Source: an optimization exercise on an open RTL-to-GDS flow (aim: small area and a short achievable clock period). Production flows keep margins and buffers that such runs may drop.
The RTL was checked by simulation tests, not by an equivalence proof against the original design.
Power is estimated from default activity; no workload was simulated.

run A:
## buff_writer
module buff_writer #(
  parameter int                N_BYTES   = buff_writer_pkg::DEF_N_BYTES,
  parameter int                ADDR_W    = buff_writer_pkg::DEF_ADDR_W,
  parameter logic [ADDR_W-1:0] START_LOC = ADDR_W'(buff_writer_pkg::DEF_START_LOC)
) (
  input  logic                 clk,
  input  logic                 rst,
  input  logic                 en,
  input  logic                 trg,
  input  logic [N_BYTES*8-1:0] data_in,
  output logic [ADDR_W-1:0]    mem_addr,
  output logic [7:0]           mem_data,
  output logic                 mem_we,
  output logic                 busy,
  output logic                 done
);
  localparam int CW = buff_writer_pkg::CNT_W;
  logic                   busy_q;    
  logic                   wr_q;      
  logic                   done_q;    
  logic [CW-1:0]          cnt;       
  logic [N_BYTES*8-1:8]   shadow;    
  logic [7:0]             cur;       
  logic [7:0]             nxt_byte;  
  logic                   idle;
  logic                   accept;
  logic                   step;
  logic                   last;
  assign idle   = ~busy_q;
  assign accept = idle && trg && en;
  ...
For scale: roughly 1400 cells after synthesis, about 810 flip-flops, ~830 I/O pins.
Settings: LEC_CHECK=0, CAP_MARGIN=20, CORE_MARGIN=2, CORE_UTILIZATION=62, SETUP_SLACK_MARGIN=4.6, SLEW_MARGIN=20, SYNTH_HIERARCHICAL=1; clock period 8.0 ns.
standard.sh (not shown) runs the stock make flow with config.mk's settings and CLKGATE_MAP_FILE= SYNTH_SCRIPT=/design/flow/synth_recipe.tcl, a recipe that flattens the netlist after the stock synthesis.
==> flow/flow/run.sh <==
#!/bin/bash
# Standard ORFS layout (the standard.sh, standard synthesis unchanged),
# with:
#  - the port buffers made from the smallest plain buffer instead of the
#    default delay cell (every input and output port still gets its buffer);
#  - the control and write-port pins kept together (flow/io.tcl), with pins
#    allowed one routing track apart;
#  - a clock tree of small buffers in clusters of up to 8 flip-flops,
#    without dummy balancing loads.
set -euo pipefail
export BUFFER_PORTS_ARGS="-buffer_cell sky130_fd_sc_hd__buf_1"
export IO_CONSTRAINTS="$PWD/flow/io.tcl"
export PLACE_PINS_ARGS="-min_distance 1 -min_distance_in_tracks"
export CTS_ARGS="-sink_clustering_enable -repair_clock_nets -sink_clustering_size 8 -sink_clustering_max_diameter 30 -buf_list sky130_fd_sc_hd__clkbuf_4 -dont_use_dummy_load"
bash standard.sh finish > standard.log 2>&1
==> flow/flow/io.tcl <==
# Keep the write port, en and the status pins together on one edge, with en
# in the middle of the outputs it gates, so the en -> output paths are short.
set_io_pin_constraint -group -order -region bottom:* -pin_names {
  mem_data[0] mem_data[1] mem_data[2] mem_data[3]
  mem_data[4] mem_data[5] mem_data[6] mem_data[7]
  en mem_we
  mem_addr[11] mem_addr[0] mem_addr[1] mem_addr[2] mem_addr[3]
  mem_addr[4] mem_addr[5] mem_addr[6]
}
set_io_pin_constraint -group -order -region bottom:* -pin_names {
  busy done trg rst
  mem_addr[7] mem_addr[8] mem_addr[9] mem_addr[10] mem_addr[12]
}
No stage failed in run A, and the final checks on the layout all came back clean.
Edits applied to the flow inputs when going from run A to run B:
- swapping 62 for 55 in CORE_UTILIZATION
- swapping 4.6 for 5 in SETUP_SLACK_MARGIN
-- flow/flow/run.sh --
<<< run A, line 6
#  - the control and write-port pins kept together (flow/io.tcl), with pins
#    allowed one routing track apart;
>>> run B, line 6
#  - the control and write-port pins kept together (flow/io.tcl);
<<< run A, line 13
export PLACE_PINS_ARGS="-min_distance 1 -min_distance_in_tracks"
>>> run B, line 12
Notes after the runs:
From run A to run B the numbers moved as follows: HPWL reported at the end of detailed placement now larger; sequential cell count roughly the same. From run A to run B the numbers moved as follows: sequential share of layout area down 0.63 points; finished layout cell area up about 0.9%. Diff run B and run A: slew at the pin closest to its max-slew limit higher in run A. In the tables for run B and run A, clock period minus worst slack reads lower with run B. Where wire length is concerned, run A is better than run B. From run A to run B the numbers moved as follows: number of enable flip-flop cells after synthesis barely changed; path depth of the worst reg2reg path rose 2.
> inputs changed (run B -> run C)
- SETUP_SLACK_MARGIN now 4.6, was 5
==> flow/run.sh (new file) <==
#!/bin/bash
# synth_recipe.tcl (not shown) runs the flow's synth.tcl, then flattens the netlist and writes it again
# the make line also repeats each setting of config.mk as NAME=value (left out here)
make -C /OpenROAD-flow-scripts/flow DESIGN_CONFIG=/design/flow/config.mk WORK_HOME=/design/flow/orfs CLKGATE_MAP_FILE= SYNTH_SCRIPT=/design/flow/synth_recipe.tcl finish
removed: flow/flow/run.sh
removed: flow/flow/io.tcl
removed: flow/standard.sh
==> summary.txt <==
mem_addr[0] as the destination of the critical timing path was reported by run C, and mem_addr[2] by run B.
Cell depth of the worst flop-to-flop path: run C < run B
Run B has lower overall global routing resource usage than run C.
Delta (run C minus run B): part of the cycle the worst path needs +3.3 points, portion of total power attributed to combinational logic rose 1.6 points.
What run D does differently from run C at the input level:
==> flow/flow/run.sh (new file) <==
#!/bin/bash
# Standard ORFS layout (the standard.sh, standard synthesis unchanged),
# with:
#  - the port buffers made from the smallest plain buffer instead of the
#    default delay cell (every input and output port still gets its buffer);
#  - the control and write-port pins kept together (flow/io.tcl);
#  - a clock tree of small buffers in clusters of up to 8 flip-flops,
#    without dummy balancing loads.
set -euo pipefail
export BUFFER_PORTS_ARGS="-buffer_cell sky130_fd_sc_hd__buf_1"
export IO_CONSTRAINTS="$PWD/flow/io.tcl"
export CTS_ARGS="-sink_clustering_enable -repair_clock_nets -sink_clustering_size 8 -sink_clustering_max_diameter 30 -buf_list sky130_fd_sc_hd__clkbuf_4 -dont_use_dummy_load"
bash standard.sh finish > standard.log 2>&1
==> flow/flow/io.tcl (new file) <==
# Keep the write port, en and the status pins together on one edge, with en
# in the middle of the outputs it gates, so the en -> output paths are short.
set_io_pin_constraint -group -order -region bottom:* -pin_names {
  mem_data[0] mem_data[1] mem_data[2] mem_data[3]
  mem_data[4] mem_data[5] mem_data[6] mem_data[7]
  en mem_we
  mem_addr[11] mem_addr[0] mem_addr[1] mem_addr[2] mem_addr[3]
  mem_addr[4] mem_addr[5] mem_addr[6]
}
set_io_pin_constraint -group -order -region bottom:* -pin_names {
  busy done trg rst
  mem_addr[7] mem_addr[8] mem_addr[9] mem_addr[10] mem_addr[12]
}
==> flow/standard.sh (new file) <==
#!/bin/bash
# synth_recipe.tcl (not shown) runs the flow's synth.tcl, then flattens the netlist and writes it again
# the make line also repeats each setting of config.mk as NAME=value (left out here)
make -C /OpenROAD-flow-scripts/flow DESIGN_CONFIG=/design/flow/config.mk WORK_HOME=/design/flow/orfs CLKGATE_MAP_FILE= SYNTH_SCRIPT=/design/flow/synth_recipe.tcl "${@:-finish}"
removed: flow/run.sh
## What came out
Run D reached the final stage; the timing, design-rule and antenna checks on its layout passed. Going from run C to run D, routed wire length shrinks by 2.9%. From run C to run D the numbers moved as follows: number of cells in the finished layout apart from fillers lost 22; cell area after layout lost about 16%; worst setup slack after layout picked up an extra 0.26 ns; post-synthesis share of cell area spent on xor and xnor gates neither gained nor lost much. Clock power ended up about 40% lower on run D than on run C. Delta (run D minus run C): utilization decreased 13 points; routing usage on met2 down 2.1 points; portion of the layout cell area used by non-clock buffers shows a reduction of 11 points; final period utilization went down 3.3 points.

-- separate check: timing with driven ports --
The flow's constraints put no driver on any port. The routed layouts listed below were extracted and timed again, unchanged, in two steps.
Step 1 assumes that a clkbuf_16 drives the clock port and a buf_2 every other input.
Step 2 also shifts input and output timing later by t, the mid clock arrival at the registers, as if the neighbouring blocks saw the same clock.
Three values: ideal, step 1, step 2; two values: the first two.
run | shift t [ns] | slack for setup (ns) | worst hold slack (ns) | latest minus earliest clock arrival (ns) | worst register clock-pin slew, ns
run A | 1.054 | 4.421 / 4.215 / 4.215 | 0.607 / 0.607 / 0.607 | 0.084 / 0.083 | 0.10 / 0.10
run B | 1.059 | 4.426 / 4.227 / 4.227 | 0.584 / 0.584 / 0.584 | 0.075 / 0.074 | 0.09 / 0.09
run C | 0.689 | 4.165 / 4.116 / 4.116 | 0.620 / 0.620 / 0.620 | 0.019 / 0.019 | 0.07 / 0.07
run D | 1.029 | 4.427 / 4.232 / 4.232 | 0.614 / 0.614 / 0.614 | 0.082 / 0.082 | 0.10 / 0.10
After both steps every run listed still meets setup and hold. The setup slack of run A, which loses most, moves by -0.206 ns with the drivers and by -0.206 ns with both steps.
